What follows belongs to an exercise in optimizing a design on an open flow for small area; a production flow would make more cautious choices.
Only simulation tests tie the RTL to the original design; equivalence was not proved.
The clock port is modelled as an ideal driver; clocking choices that lean on that would not hold on a real chip.
No activity file was given, so power comes from the tool's default toggle rates.

==> inputs of run H <==
==> flow/design.v <==
package udp_pkg;
  localparam int WIDE_W         = 512;
  localparam int NARROW_W       = 256;
  localparam int WIDE_KEEP_W    = WIDE_W / 8;
  localparam int NARROW_KEEP_W  = NARROW_W / 8;
  localparam int BURST_W        = 8;
  localparam int ERR_W          = 16;
  localparam int PKT_SEQ_W      = 24;
  typedef struct packed {
    logic [NARROW_W-1:0]      data;
    logic [NARROW_KEEP_W-1:0] keep;
    logic                     last;
  } narrow_beat_t;
  localparam int NARROW_BEAT_W = NARROW_W + NARROW_KEEP_W + 1;
endpackage
`timescale 1ns/100ps
module udp_loop_top (
  input  logic                        clk,
  input  logic                        rst_n,
  input  logic                        burst_start,
  input  logic [udp_pkg::BURST_W-1:0] burst_len,
  output logic                        busy,
  output logic                        tx_valid,
  output udp_pkg::narrow_beat_t       tx_beat,
  input  logic                        tx_credit,
  input  logic                        rx_valid,
  input  udp_pkg::narrow_beat_t       rx_beat,
  output logic                        rx_credit,
  output logic [udp_pkg::BURST_W-1:0] pkt_count,
  output logic [udp_pkg::ERR_W-1:0]   err_count,
  output logic                        err_flag
);
  logic       gen_valid;
  logic [7:0] pkts_left;
  logic [1:0] g_beat;
  logic       g_send, g_ok;
  logic [2:0] f1;
  logic       dn_valid, dn_credit;
  logic       p1;
  assign g_ok   = !f1[2] && !(f1[1] && (f1[0] ? (gen_valid || dn_valid) : (gen_valid && dn_valid)));
  assign g_send = busy && g_ok;
  always_ff @(posedge clk) begin
    if (!busy) pkts_left <= burst_len;
    else if (g_send && (g_beat == 2'd2)) pkts_left <= pkts_left ^ pl_borrow[7:0];
  end
  logic [8:0] pl_borrow;                                
  always_comb begin
    pl_borrow[0] = 1'b1;
    for (int i = 0; i < 8; i++) pl_borrow[i+1] = pl_borrow[i] && !pkts_left[i];
  end
  always_ff @(posedge clk or negedge rst_n) begin
    if (!rst_n) begin
      busy      <= 1'b0;
      gen_valid <= 1'b0;
      g_beat    <= 2'd0;
    end else begin
      gen_valid <= g_send;
      if (!busy && burst_start && (burst_len != 8'd0)) begin
        busy      <= 1'b1;
      end
      if (g_send) begin
        if (g_beat == 2'd2) begin
          g_beat    <= 2'd0;
          if (pkts_left == 8'd1) busy <= 1'b0;
        end else begin
          g_beat <= g_beat + 1'b1;
        end
      end
    end
  end
  logic full;
  assign p1 = (f1 != 3'd0) && !(dn_valid || full || dn_credit);
  always_ff @(posedge clk or negedge rst_n) begin
    if (!rst_n) begin
      f1       <= 3'd0;
      dn_valid <= 1'b0;
    end else begin
      dn_valid <= p1;
      f1       <= f1 + gen_valid - p1;
    end
  end
  logic [2:0] n5;
  logic       nar_valid;
  logic       sd, fin, d_ok;
  logic [2:0] f2, c2;
  assign d_ok = !f2[2] && !(f2[1] && (f2[0] ? (nar_valid || tx_valid) : (nar_valid && tx_valid)));
  assign sd   = full && d_ok;
  assign fin  = n5[2] || n5[0];
  always_ff @(posedge clk or negedge rst_n) begin
    if (!rst_n) begin
      full      <= 1'b0;
      n5        <= 3'd0;
      nar_valid <= 1'b0;
      dn_credit <= 1'b0;
    end else begin
      nar_valid <= sd;
      dn_credit <= sd && fin;
      if (sd) begin
        n5 <= n5[2] ? 3'd0 : n5 + 1'b1;
        if (fin) full <= 1'b0;
      end
      if (dn_valid) full <= 1'b1;
    end
  end
  logic        p2;
  logic [23:0] t_seq;
  logic [2:0]  t_idx;
  assign p2 = (f2 != 3'd0) && (c2 != 3'd0);
  logic [24:0] t_carry;
  always_comb begin
    t_carry[0] = p2 && t_idx[2] && !t_idx[0];
    for (int i = 0; i < 24; i++) t_carry[i+1] = t_carry[i] && t_seq[i];
  end
  always_ff @(posedge clk or negedge rst_n) begin
    if (!rst_n) begin
      f2       <= 3'd0;
      c2       <= 3'd4;
      tx_valid <= 1'b0;
      t_seq    <= 24'd0;
      t_idx    <= 3'd7;
    end else begin
      tx_valid <= p2;
      c2       <= c2 - p2 + tx_credit;
      f2       <= f2 + nar_valid - p2;
      t_seq    <= t_seq ^ t_carry[23:0];
      if (p2) t_idx <= (t_idx == 3'd4) ? 3'd0 : t_idx + 1'b1;
    end
  end
  always_comb begin
    for (int j = 0; j < 8; j++) begin
      tx_beat.data[32*j +: 32] = {t_seq, 2'b00, t_idx, j[2:0]};
    end
    tx_beat.keep = '1;
    tx_beat.last = t_idx[2];
  end
  logic [23:0] a_seq;
  logic [1:0]  a_beat;
  logic        a_hl;                                    
  logic        a_lomm;                                  
  logic        z, b2;
  logic [28:0] e;                                       
  logic [31:0] col_any, col_mm;
  logic        keep_any, mm_nz, mm_z, dk_mm, a_mm, rl;
  assign b2 = (a_beat == 2'd2);
  assign z  = a_hl && b2;                               
  assign rl = rx_beat.last;
  assign e  = {a_seq, 2'b00, a_beat, a_hl};
  always_comb begin
    logic [7:0] col;
    for (int k = 0; k < 32; k++) begin
      for (int j = 0; j < 8; j++) col[j] = rx_beat.data[32*j + k];
      col_any[k] = |col;
      if (k >= 3) begin
        col_mm[k] = e[k-3] ? !(&col) : col_any[k];
      end else begin
        logic [3:0] c1, c0;
        int n1, n0;
        n1 = 0; n0 = 0;
        c1 = '0; c0 = '0;
        for (int j = 0; j < 8; j++) begin
          if (j[k]) begin c1[n1] = col[j]; n1++; end
          else      begin c0[n0] = col[j]; n0++; end
        end
        col_mm[k] = (|c0) || !(&c1);
      end
    end
  end
  assign keep_any = |rx_beat.keep;
  assign mm_nz    = (|col_mm) || !(&rx_beat.keep);
  assign mm_z     = (|col_any) || keep_any;
  assign dk_mm    = z ? mm_z : mm_nz;
  assign a_mm    = a_hl ? (a_lomm || dk_mm || (rl != b2)) : (dk_mm || !b2);
  logic [24:0] a_carry;
  always_comb begin
    a_carry[0] = rx_valid && (a_hl || rl) && b2;
    for (int i = 0; i < 24; i++) a_carry[i+1] = a_carry[i] && a_seq[i];
  end
  always_ff @(posedge clk or negedge rst_n) begin
    if (!rst_n) a_seq <= 24'd0;
    else        a_seq <= a_seq ^ a_carry[23:0];
  end
  always_ff @(posedge clk or negedge rst_n) begin
    if (!rst_n) begin
      a_beat <= 2'd0;
      a_hl   <= 1'b0;
    end else if (rx_valid) begin
      if (!a_hl && !rl) begin
        a_hl <= 1'b1;
      end else begin
        a_hl <= 1'b0;
        if (b2) begin
          a_beat <= 2'd0;
        end else begin
          a_beat <= a_beat + 1'b1;
        end
      end
    end
  end
  always_ff @(posedge clk) begin
    if (rx_valid && !a_hl) a_lomm <= dk_mm;
  end
  logic [2:0] wp, rp;
  logic [1:0] mem [4];
  logic [1:0] ub;
  logic       up_valid, up_credit, pr;
  logic       hl, pend;
  logic [1:0] wq;                                       
  logic       chk_valid;
  assign pr = (wp != rp) && !(up_valid || up_credit || pend);
  assign ub = mem[rp[1:0]];
  assign rx_credit = up_valid;
  always_ff @(posedge clk or negedge rst_n) begin
    if (!rst_n) begin
      wp       <= 3'd0;
      rp       <= 3'd0;
      up_valid <= 1'b0;
    end else begin
      up_valid <= pr;
      if (rx_valid) wp <= wp + 1'b1;
      if (up_valid) rp <= rp + 1'b1;
    end
  end
  always_ff @(posedge clk) begin
    if (rx_valid) mem[wp[1:0]] <= {rl, a_mm};
  end
  always_ff @(posedge clk or negedge rst_n) begin
    if (!rst_n) begin
      hl        <= 1'b0;
      pend      <= 1'b0;
      chk_valid <= 1'b0;
      up_credit <= 1'b0;
    end else begin
      chk_valid <= pend;
      up_credit <= pend || (up_valid && !hl && !ub[1]);
      pend      <= up_valid && (hl || ub[1]);
      if (up_valid) hl <= !hl && !ub[1];
    end
  end
  always_ff @(posedge clk) begin
    if (up_valid && (hl || ub[1])) wq <= ub;
  end
  logic [16:0] e_carry;
  logic [8:0]  p_carry;
  always_comb begin
    e_carry[0] = chk_valid && wq[0];
    for (int i = 0; i < 16; i++) e_carry[i+1] = e_carry[i] && err_count[i];
    p_carry[0] = chk_valid && wq[1];
    for (int i = 0; i < 8; i++) p_carry[i+1] = p_carry[i] && pkt_count[i];
  end
  always_ff @(posedge clk or negedge rst_n) begin
    if (!rst_n) begin
      pkt_count  <= '0;
      err_count  <= '0;
      err_flag   <= 1'b0;
    end else begin
      err_count  <= err_count ^ e_carry[15:0];
      pkt_count  <= pkt_count ^ p_carry[7:0];
      if (chk_valid && wq[0]) err_flag <= 1'b1;
    end
  end
endmodule
==> flow/flow/run.sh <==
#!/bin/bash
# The standard layout (standard.sh) with these changes:
#  - synthesis maps the logic with the ABC script flow/abc_area.script
#    (flow/synth.tcl is synth_recipe.tcl with only that change);
#  - the port buffers that global placement inserts are the smallest buffer;
#  - the clock tree is built by flow/manual_cts.tcl before ORFS's CTS step:
#    the flip-flops are split by location into 12 groups, each driven by a
#    clock buffer at its centre, all driven by one root buffer;
#  - constant outputs share one tie cell per value.
set -o pipefail
here=$(pwd)
# The standard flow's synthesis script must be the one we replace
head -1 synth_recipe.tcl | grep -q "proc synth" || exit 1
sed "s#SYNTH_SCRIPT=[^ ]*#SYNTH_SCRIPT=$here/flow/synth.tcl#" standard.sh > my_standard.sh
export MY_ABC_SCRIPT=$here/flow/abc_area.script
export BUFFER_PORTS_ARGS="-buffer_cell sky130_fd_sc_hd__buf_1"
export PRE_CTS_TCL=$here/flow/manual_cts.tcl
export CTS_ARGS="-sink_clustering_enable -repair_clock_nets -dont_use_dummy_load -buf_list {sky130_fd_sc_hd__clkbuf_4 sky130_fd_sc_hd__clkbuf_8}"
export SKIP_REPAIR_TIE_FANOUT=1
bash my_standard.sh > standard.log 2>&1
==> flow/flow/abc_area.script <==
&get -n
&st
&deepsyn -T 30
&dch
&nf
&put
==> flow/flow/manual_cts.tcl <==
# Manual clock tree: split the clock sinks into N clusters by location
# (k-means) and drive each cluster from one clock buffer placed at its
# centre; the clock port drives only those N buffers.
proc manual_cts { ncl bufcell } {
  set block [ord::get_db_block]
  set dbu [$block getDbUnitsPerMicron]
  set pins {}
  set xs {}
  set ys {}
  foreach pin [get_pins -of_objects [get_nets clk]] {
    if { [get_property $pin direction] != "input" } { continue }
    set it [sta::sta_to_db_pin $pin]
    set inst [$it getInst]
    lassign [$inst getLocation] x y
    lappend pins $pin
    lappend xs [expr { double($x) / $dbu }]
    lappend ys [expr { double($y) / $dbu }]
  }
  set n [llength $pins]
  # initial centres: spread along the sorted x order
  set order [lsort -real -indices $xs]
  set cx {}
  set cy {}
  for { set c 0 } { $c < $ncl } { incr c } {
    set i [lindex $order [expr { int(($c + 0.5) * $n / $ncl) }]]
    lappend cx [lindex $xs $i]
    lappend cy [lindex $ys $i]
  }
  for { set iter 0 } { $iter < 50 } { incr iter } {
    set asg {}
    for { set i 0 } { $i < $n } { incr i } {
      set best 0
      set bd 1e30
      for { set c 0 } { $c < $ncl } { incr c } {
        set d [expr { abs([lindex $xs $i] - [lindex $cx $c]) + abs([lindex $ys $i] - [lindex $cy $c]) }]
        if { $d < $bd } { set bd $d; set best $c }
      }
      lappend asg $best
    }
    set ncx {}
    set ncy {}
    for { set c 0 } { $c < $ncl } { incr c } {
      set sx 0.0; set sy 0.0; set k 0
      for { set i 0 } { $i < $n } { incr i } {
        if { [lindex $asg $i] == $c } {
          set sx [expr { $sx + [lindex $xs $i] }]
          set sy [expr { $sy + [lindex $ys $i] }]
          incr k
        }
      }
      if { $k > 0 } {
        lappend ncx [expr { $sx / $k }]
        lappend ncy [expr { $sy / $k }]
      } else {
        lappend ncx [lindex $cx $c]
        lappend ncy [lindex $cy $c]
      }
    }
    set cx $ncx
    set cy $ncy
  }
  for { set c 0 } { $c < $ncl } { incr c } {
    set group {}
    for { set i 0 } { $i < $n } { incr i } {
      if { [lindex $asg $i] == $c } { lappend group [lindex $pins $i] }
    }
    if { [llength $group] == 0 } { continue }
    puts "manual_cts: buffer $c drives [llength $group] sinks at ([lindex $cx $c], [lindex $cy $c])"
    insert_buffer -buffer_cell $bufcell -net clk -load_pins $group \
      -location [list [lindex $cx $c] [lindex $cy $c]] \
      -buffer_name clkbuf_manual_$c -net_name clknet_manual_$c
  }
}

# a root buffer between the clock port and the leaf buffers
proc manual_root { bufcell } {
  set loads {}
  set sx 0.0; set sy 0.0
  foreach pin [get_pins -of_objects [get_nets clk]] {
    if { [get_property $pin direction] != "input" } { continue }
    lappend loads $pin
  }
  set block [ord::get_db_block]
  set dbu [$block getDbUnitsPerMicron]
  foreach pin $loads {
    lassign [[[sta::sta_to_db_pin $pin] getInst] getLocation] x y
    set sx [expr { $sx + double($x) / $dbu }]
    set sy [expr { $sy + double($y) / $dbu }]
  }
  set k [llength $loads]
  insert_buffer -buffer_cell $bufcell -net clk -load_pins $loads \
    -location [list [expr { $sx / $k }] [expr { $sy / $k }]] \
    -buffer_name clkbuf_manual_root -net_name clknet_manual_root
}

# Run as PRE_CTS_TCL inside ORFS's cts.tcl: 12 leaf buffers under one root.
# clock_tree_synthesis then finds the clock already buffered and adds none.
manual_cts 12 sky130_fd_sc_hd__clkbuf_8
manual_root sky130_fd_sc_hd__clkbuf_16
==> flow/flow/synth.tcl <==
# The standard flow's synth_recipe.tcl, with ABC mapping the logic with the script in
# flow/abc_area.script (registers are mapped before ABC and are unchanged)
proc synth {args} { yosys synth -nofsm -noshare {*}$args }
proc abc {args} {
  set i [lsearch -exact $args -script]
  if { $i >= 0 } {
    set args [lreplace $args [expr {$i + 1}] [expr {$i + 1}] $::env(MY_ABC_SCRIPT)]
  }
  yosys abc {*}$args
}
source $::env(SCRIPTS_DIR)/synth.tcl
# left out here: clear keep_hierarchy, flatten, clean up, hide names made inside functions, write 1_2_yosys.v
==> flow/standard.sh <==
#!/bin/bash
# synth_recipe.tcl (not shown) runs the flow's synth.tcl, then flattens the netlist and writes it again
# the make line also repeats each setting of config.mk as NAME=value (left out here)
make -C /OpenROAD-flow-scripts/flow DESIGN_CONFIG=/design/flow/config.mk WORK_HOME=/design/flow/orfs CLKGATE_MAP_FILE= SYNTH_SCRIPT=/design/flow/synth_recipe.tcl "${@:-finish}"
==> flow/config.mk <==
export PLATFORM = sky130hd
export DESIGN_NAME = udp_loop_top
export DESIGN_NICKNAME = udp_loop_top
export VERILOG_FILES = /design/flow/design.v
export SDC_FILE = /design/flow/constraint.sdc
export NUM_CORES = 4
export LEC_CHECK = 0
export CAP_MARGIN = 20
export CORE_AREA = 60 60 180 180
export DIE_AREA = 0 0 240 240
export SLEW_MARGIN = 20
==> flow/constraint.sdc <==
create_clock -name core_clock -period 10.0 [get_ports {clk}]
set_input_delay 2.0000 -clock core_clock [delete_from_list [all_inputs] [get_ports {clk}]]
set_output_delay 2.0000 -clock core_clock [all_outputs]
set_load 0.01 [all_outputs]
==> run X: changes against run H <==
--- a/flow/design.v
+++ b/flow/design.v
@@ -31,36 +31,39 @@
   output logic                        err_flag
 );
+  function automatic logic [2:0] jc_step(input logic [2:0] q, input logic up, input logic dn);
+    if (up && !dn)      jc_step = {q[1:0], !q[2]};
+    else if (dn && !up) jc_step = {!q[0], q[2:1]};
+    else                jc_step = q;
+  endfunction
   logic       gen_valid;
-  logic [7:0] pkts_left;
+  logic [7:0] pkts_nleft;
   logic [1:0] g_beat;
   logic       g_send, g_ok;
   logic [2:0] f1;
-  logic       dn_valid, dn_credit;
+  logic       dn_valid;
   logic       p1;
-  assign g_ok   = !f1[2] && !(f1[1] && (f1[0] ? (gen_valid || dn_valid) : (gen_valid && dn_valid)));
+  assign g_ok   = !((f1[2] && !f1[0]) || (f1[2] && f1[1] && (gen_valid || dn_valid)) ||
+                    (f1[1] && gen_valid && dn_valid));
   assign g_send = busy && g_ok;
-  always_ff @(posedge clk) begin
-    if (!busy) pkts_left <= burst_len;
-    else if (g_send && (g_beat == 2'd2)) pkts_left <= pkts_left ^ pl_borrow[7:0];
-  end
-  logic [8:0] pl_borrow;                                
-  always_comb begin
-    pl_borrow[0] = 1'b1;
-    for (int i = 0; i < 8; i++) pl_borrow[i+1] = pl_borrow[i] && !pkts_left[i];
-  end
-  always_ff @(posedge clk or negedge rst_n) begin
-    if (!rst_n) begin
-      busy      <= 1'b0;
+  assign busy = (pkts_nleft != 8'hff);
+  logic [8:0] pl_carry;                                 
+  always_comb begin
+    pl_carry[0] = g_send && (g_beat == 2'd2);
+    for (int i = 0; i < 8; i++) pl_carry[i+1] = pl_carry[i] && pkts_nleft[i];
+  end
+  always_ff @(posedge clk or negedge rst_n) begin
+    if (!rst_n) pkts_nleft <= 8'hff;
+    else if (!busy && burst_start) pkts_nleft <= ~burst_len;
+    else pkts_nleft <= pkts_nleft ^ pl_carry[7:0];
+  end
+  always_ff @(posedge clk or negedge rst_n) begin
+    if (!rst_n) begin
       gen_valid <= 1'b0;
       g_beat    <= 2'd0;
     end else begin
       gen_valid <= g_send;
-      if (!busy && burst_start && (burst_len != 8'd0)) begin
-        busy      <= 1'b1;
-      end
       if (g_send) begin
         if (g_beat == 2'd2) begin
           g_beat    <= 2'd0;
-          if (pkts_left == 8'd1) busy <= 1'b0;
         end else begin
           g_beat <= g_beat + 1'b1;
@@ -70,5 +73,5 @@
   end
   logic full;
-  assign p1 = (f1 != 3'd0) && !(dn_valid || full || dn_credit);
+  assign p1 = (f1[0] || f1[2]) && !(dn_valid || full || nar_valid);
   always_ff @(posedge clk or negedge rst_n) begin
     if (!rst_n) begin
@@ -77,5 +80,5 @@
     end else begin
       dn_valid <= p1;
-      f1       <= f1 + gen_valid - p1;
+      f1       <= jc_step(f1, gen_valid, p1);
     end
   end
@@ -84,7 +87,8 @@
   logic       sd, fin, d_ok;
   logic [2:0] f2, c2;
-  assign d_ok = !f2[2] && !(f2[1] && (f2[0] ? (nar_valid || tx_valid) : (nar_valid && tx_valid)));
+  assign d_ok = !((f2[2] && !f2[0]) || (f2[2] && f2[1] && (nar_valid || tx_valid)) ||
+                  (f2[1] && nar_valid && tx_valid));
   assign sd   = full && d_ok;
-  assign fin  = n5[2] || n5[0];
+  assign fin  = n5[2] || (n5[0] && !n5[1]);
   always_ff @(posedge clk or negedge rst_n) begin
     if (!rst_n) begin
@@ -92,10 +96,8 @@
       n5        <= 3'd0;
       nar_valid <= 1'b0;
-      dn_credit <= 1'b0;
     end else begin
       nar_valid <= sd;
-      dn_credit <= sd && fin;
       if (sd) begin
-        n5 <= n5[2] ? 3'd0 : n5 + 1'b1;
+        n5 <= {n5[1] && n5[0], n5[0], !n5[2]};
         if (fin) full <= 1'b0;
       end
@@ -106,5 +108,5 @@
   logic [23:0] t_seq;
   logic [2:0]  t_idx;
-  assign p2 = (f2 != 3'd0) && (c2 != 3'd0);
+  assign p2 = (f2[0] || f2[2]) && (c2[0] || c2[2]);
   logic [24:0] t_carry;
   always_comb begin
@@ -115,5 +117,5 @@
     if (!rst_n) begin
       f2       <= 3'd0;
-      c2       <= 3'd4;
+      c2       <= 3'b110;
       tx_valid <= 1'b0;
       t_seq    <= 24'd0;
@@ -121,6 +123,6 @@
     end else begin
       tx_valid <= p2;
-      c2       <= c2 - p2 + tx_credit;
-      f2       <= f2 + nar_valid - p2;
+      c2       <= jc_step(c2, tx_credit, p2);
+      f2       <= jc_step(f2, nar_valid, p2);
       t_seq    <= t_seq ^ t_carry[23:0];
       if (p2) t_idx <= (t_idx == 3'd4) ? 3'd0 : t_idx + 1'b1;
@@ -145,5 +147,5 @@
   assign z  = a_hl && b2;                               
   assign rl = rx_beat.last;
-  assign e  = {a_seq, 2'b00, a_beat, a_hl};
+  assign e  = z ? 29'd0 : {a_seq, 2'b00, a_beat, a_hl};
   always_comb begin
     logic [7:0] col;
@@ -162,12 +164,10 @@
           else      begin c0[n0] = col[j]; n0++; end
         end
-        col_mm[k] = (|c0) || !(&c1);
+        col_mm[k] = (|c0) || (z ? (|c1) : !(&c1));
       end
     end
   end
   assign keep_any = |rx_beat.keep;
-  assign mm_nz    = (|col_mm) || !(&rx_beat.keep);
-  assign mm_z     = (|col_any) || keep_any;
-  assign dk_mm    = z ? mm_z : mm_nz;
+  assign dk_mm    = (|col_mm) || (z ? keep_any : !(&rx_beat.keep));
   assign a_mm    = a_hl ? (a_lomm || dk_mm || (rl != b2)) : (dk_mm || !b2);
   logic [24:0] a_carry;
@@ -200,6 +200,7 @@
     if (rx_valid && !a_hl) a_lomm <= dk_mm;
   end
-  logic [2:0] wp, rp;
-  logic [1:0] mem [4];
+  logic [1:0] q [4];
+  logic [2:0] n;                                        
+  logic [4:0] at;                                       
   logic [1:0] ub;
   logic       up_valid, up_credit, pr;
@@ -207,29 +208,30 @@
   logic [1:0] wq;                                       
   logic       chk_valid;
-  assign pr = (wp != rp) && !(up_valid || up_credit || pend);
-  assign ub = mem[rp[1:0]];
+  assign pr   = (n[0] || n[2]) && !(up_valid || up_credit || pend);
+  assign ub   = q[0];
+  assign at   = {n[2] && !n[0], n[2] && n[0], n[1] && !n[2], n[0] && !n[1], !n[0] && !n[2]};
   assign rx_credit = up_valid;
   always_ff @(posedge clk or negedge rst_n) begin
     if (!rst_n) begin
-      wp       <= 3'd0;
-      rp       <= 3'd0;
+      n        <= 3'd0;
       up_valid <= 1'b0;
     end else begin
       up_valid <= pr;
-      if (rx_valid) wp <= wp + 1'b1;
-      if (up_valid) rp <= rp + 1'b1;
+      n        <= jc_step(n, rx_valid, up_valid);
     end
   end
   always_ff @(posedge clk) begin
-    if (rx_valid) mem[wp[1:0]] <= {rl, a_mm};
-  end
+    for (int i = 0; i < 4; i++) begin
+      if (rx_valid && (up_valid ? at[i+1] : at[i])) q[i] <= {rl, a_mm};
+      else if (up_valid) q[i] <= (i < 3) ? q[i+1] : q[i];
+    end
+  end
+  assign chk_valid = up_credit && !hl;
   always_ff @(posedge clk or negedge rst_n) begin
     if (!rst_n) begin
       hl        <= 1'b0;
       pend      <= 1'b0;
-      chk_valid <= 1'b0;
       up_credit <= 1'b0;
     end else begin
-      chk_valid <= pend;
       up_credit <= pend || (up_valid && !hl && !ub[1]);
       pend      <= up_valid && (hl || ub[1]);
--- a/flow/flow/run.sh
+++ b/flow/flow/run.sh
@@ -5,5 +5,5 @@
 #  - the port buffers that global placement inserts are the smallest buffer;
 #  - the clock tree is built by flow/manual_cts.tcl before ORFS's CTS step:
-#    the flip-flops are split by location into 12 groups, each driven by a
+#    the flip-flops are split by location into 10 groups, each driven by a
 #    clock buffer at its centre, all driven by one root buffer;
 #  - constant outputs share one tie cell per value.
==> flow/flow/abc_area.script (replaced) <==
&get -n
&st
&deepsyn -J 100 -T 300
&dch
&nf
&put
--- a/flow/flow/manual_cts.tcl
+++ b/flow/flow/manual_cts.tcl
@@ -94,6 +94,6 @@
 }
 
-# Run as PRE_CTS_TCL inside ORFS's cts.tcl: 12 leaf buffers under one root.
+# Run as PRE_CTS_TCL inside ORFS's cts.tcl: 10 leaf buffers under one root.
 # clock_tree_synthesis then finds the clock already buffered and adds none.
-manual_cts 12 sky130_fd_sc_hd__clkbuf_8
+manual_cts 10 sky130_fd_sc_hd__clkbuf_8
 manual_root sky130_fd_sc_hd__clkbuf_16
--- a/flow/config.mk
+++ b/flow/config.mk
@@ -7,5 +7,5 @@
 export LEC_CHECK = 0
 export CAP_MARGIN = 20
-export CORE_AREA = 60 60 180 180
+export CORE_AREA = 65 65 175 175
 export DIE_AREA = 0 0 240 240
 export SLEW_MARGIN = 20
==> notes <==
Clock power: run X is lower than run H (about 8%).
In run X the setup slack is lower than in run H, by 0.072 ns.
Fmax: run H is higher than run X (about 1.1%).
Between run X and run H, the lower sequential cell count is in run X (gap 6).
Against run X, the worst hold slack of run H is lower by 0.032 ns.
Final cell count: run X is smaller than run H (5.2%).
Against run X, the routed wire length of run H is smaller by 4.3%.
Clock skew: run H is higher than run X (0.00082 ns).
In die area, run X and run H do not differ.
Of run X and run H, run H has the higher sequential share of layout area (gap 0.46 points).
Between run H and run X, the lower area after synthesis is in run X (gap 3.4%, measured against run X).

re-timing with driven ports:
In the flow no input, the clock included, has a driving cell. The finished layouts below were timed again as built, in two steps.
Step 1 (the two cells are an assumption about what drives the block):
set clk [get_ports {clk}]
set_driving_cell -lib_cell sky130_fd_sc_hd__clkbuf_16 $clk
set_driving_cell -lib_cell sky130_fd_sc_hd__buf_2 [delete_from_list [all_inputs] $clk]
Step 2, shift: input delay + t, output delay - t, t = (earliest + latest rising clock arrival at the registers) / 2. This alone moves slack from input paths to output paths.
a / b / c = ideal ports / drivers / drivers and shift; a / b = the first two.
run	shift t [ns]	setup WS [ns]	hold slack, ns	worst setup path after step 2	worst register clock-pin slew, ns
run H	0.398	3.354 / 3.342 / 2.944	0.405 / 0.405 / 0.405	input to register	0.09 / 0.09
run X	0.389	3.282 / 3.272 / 2.883	0.437 / 0.437 / 0.437	input to register	0.10 / 0.10
After both steps every run listed still meets setup and hold. The setup slack of run H, which loses most, moves by -0.012 ns with the drivers and by -0.410 ns with both steps.
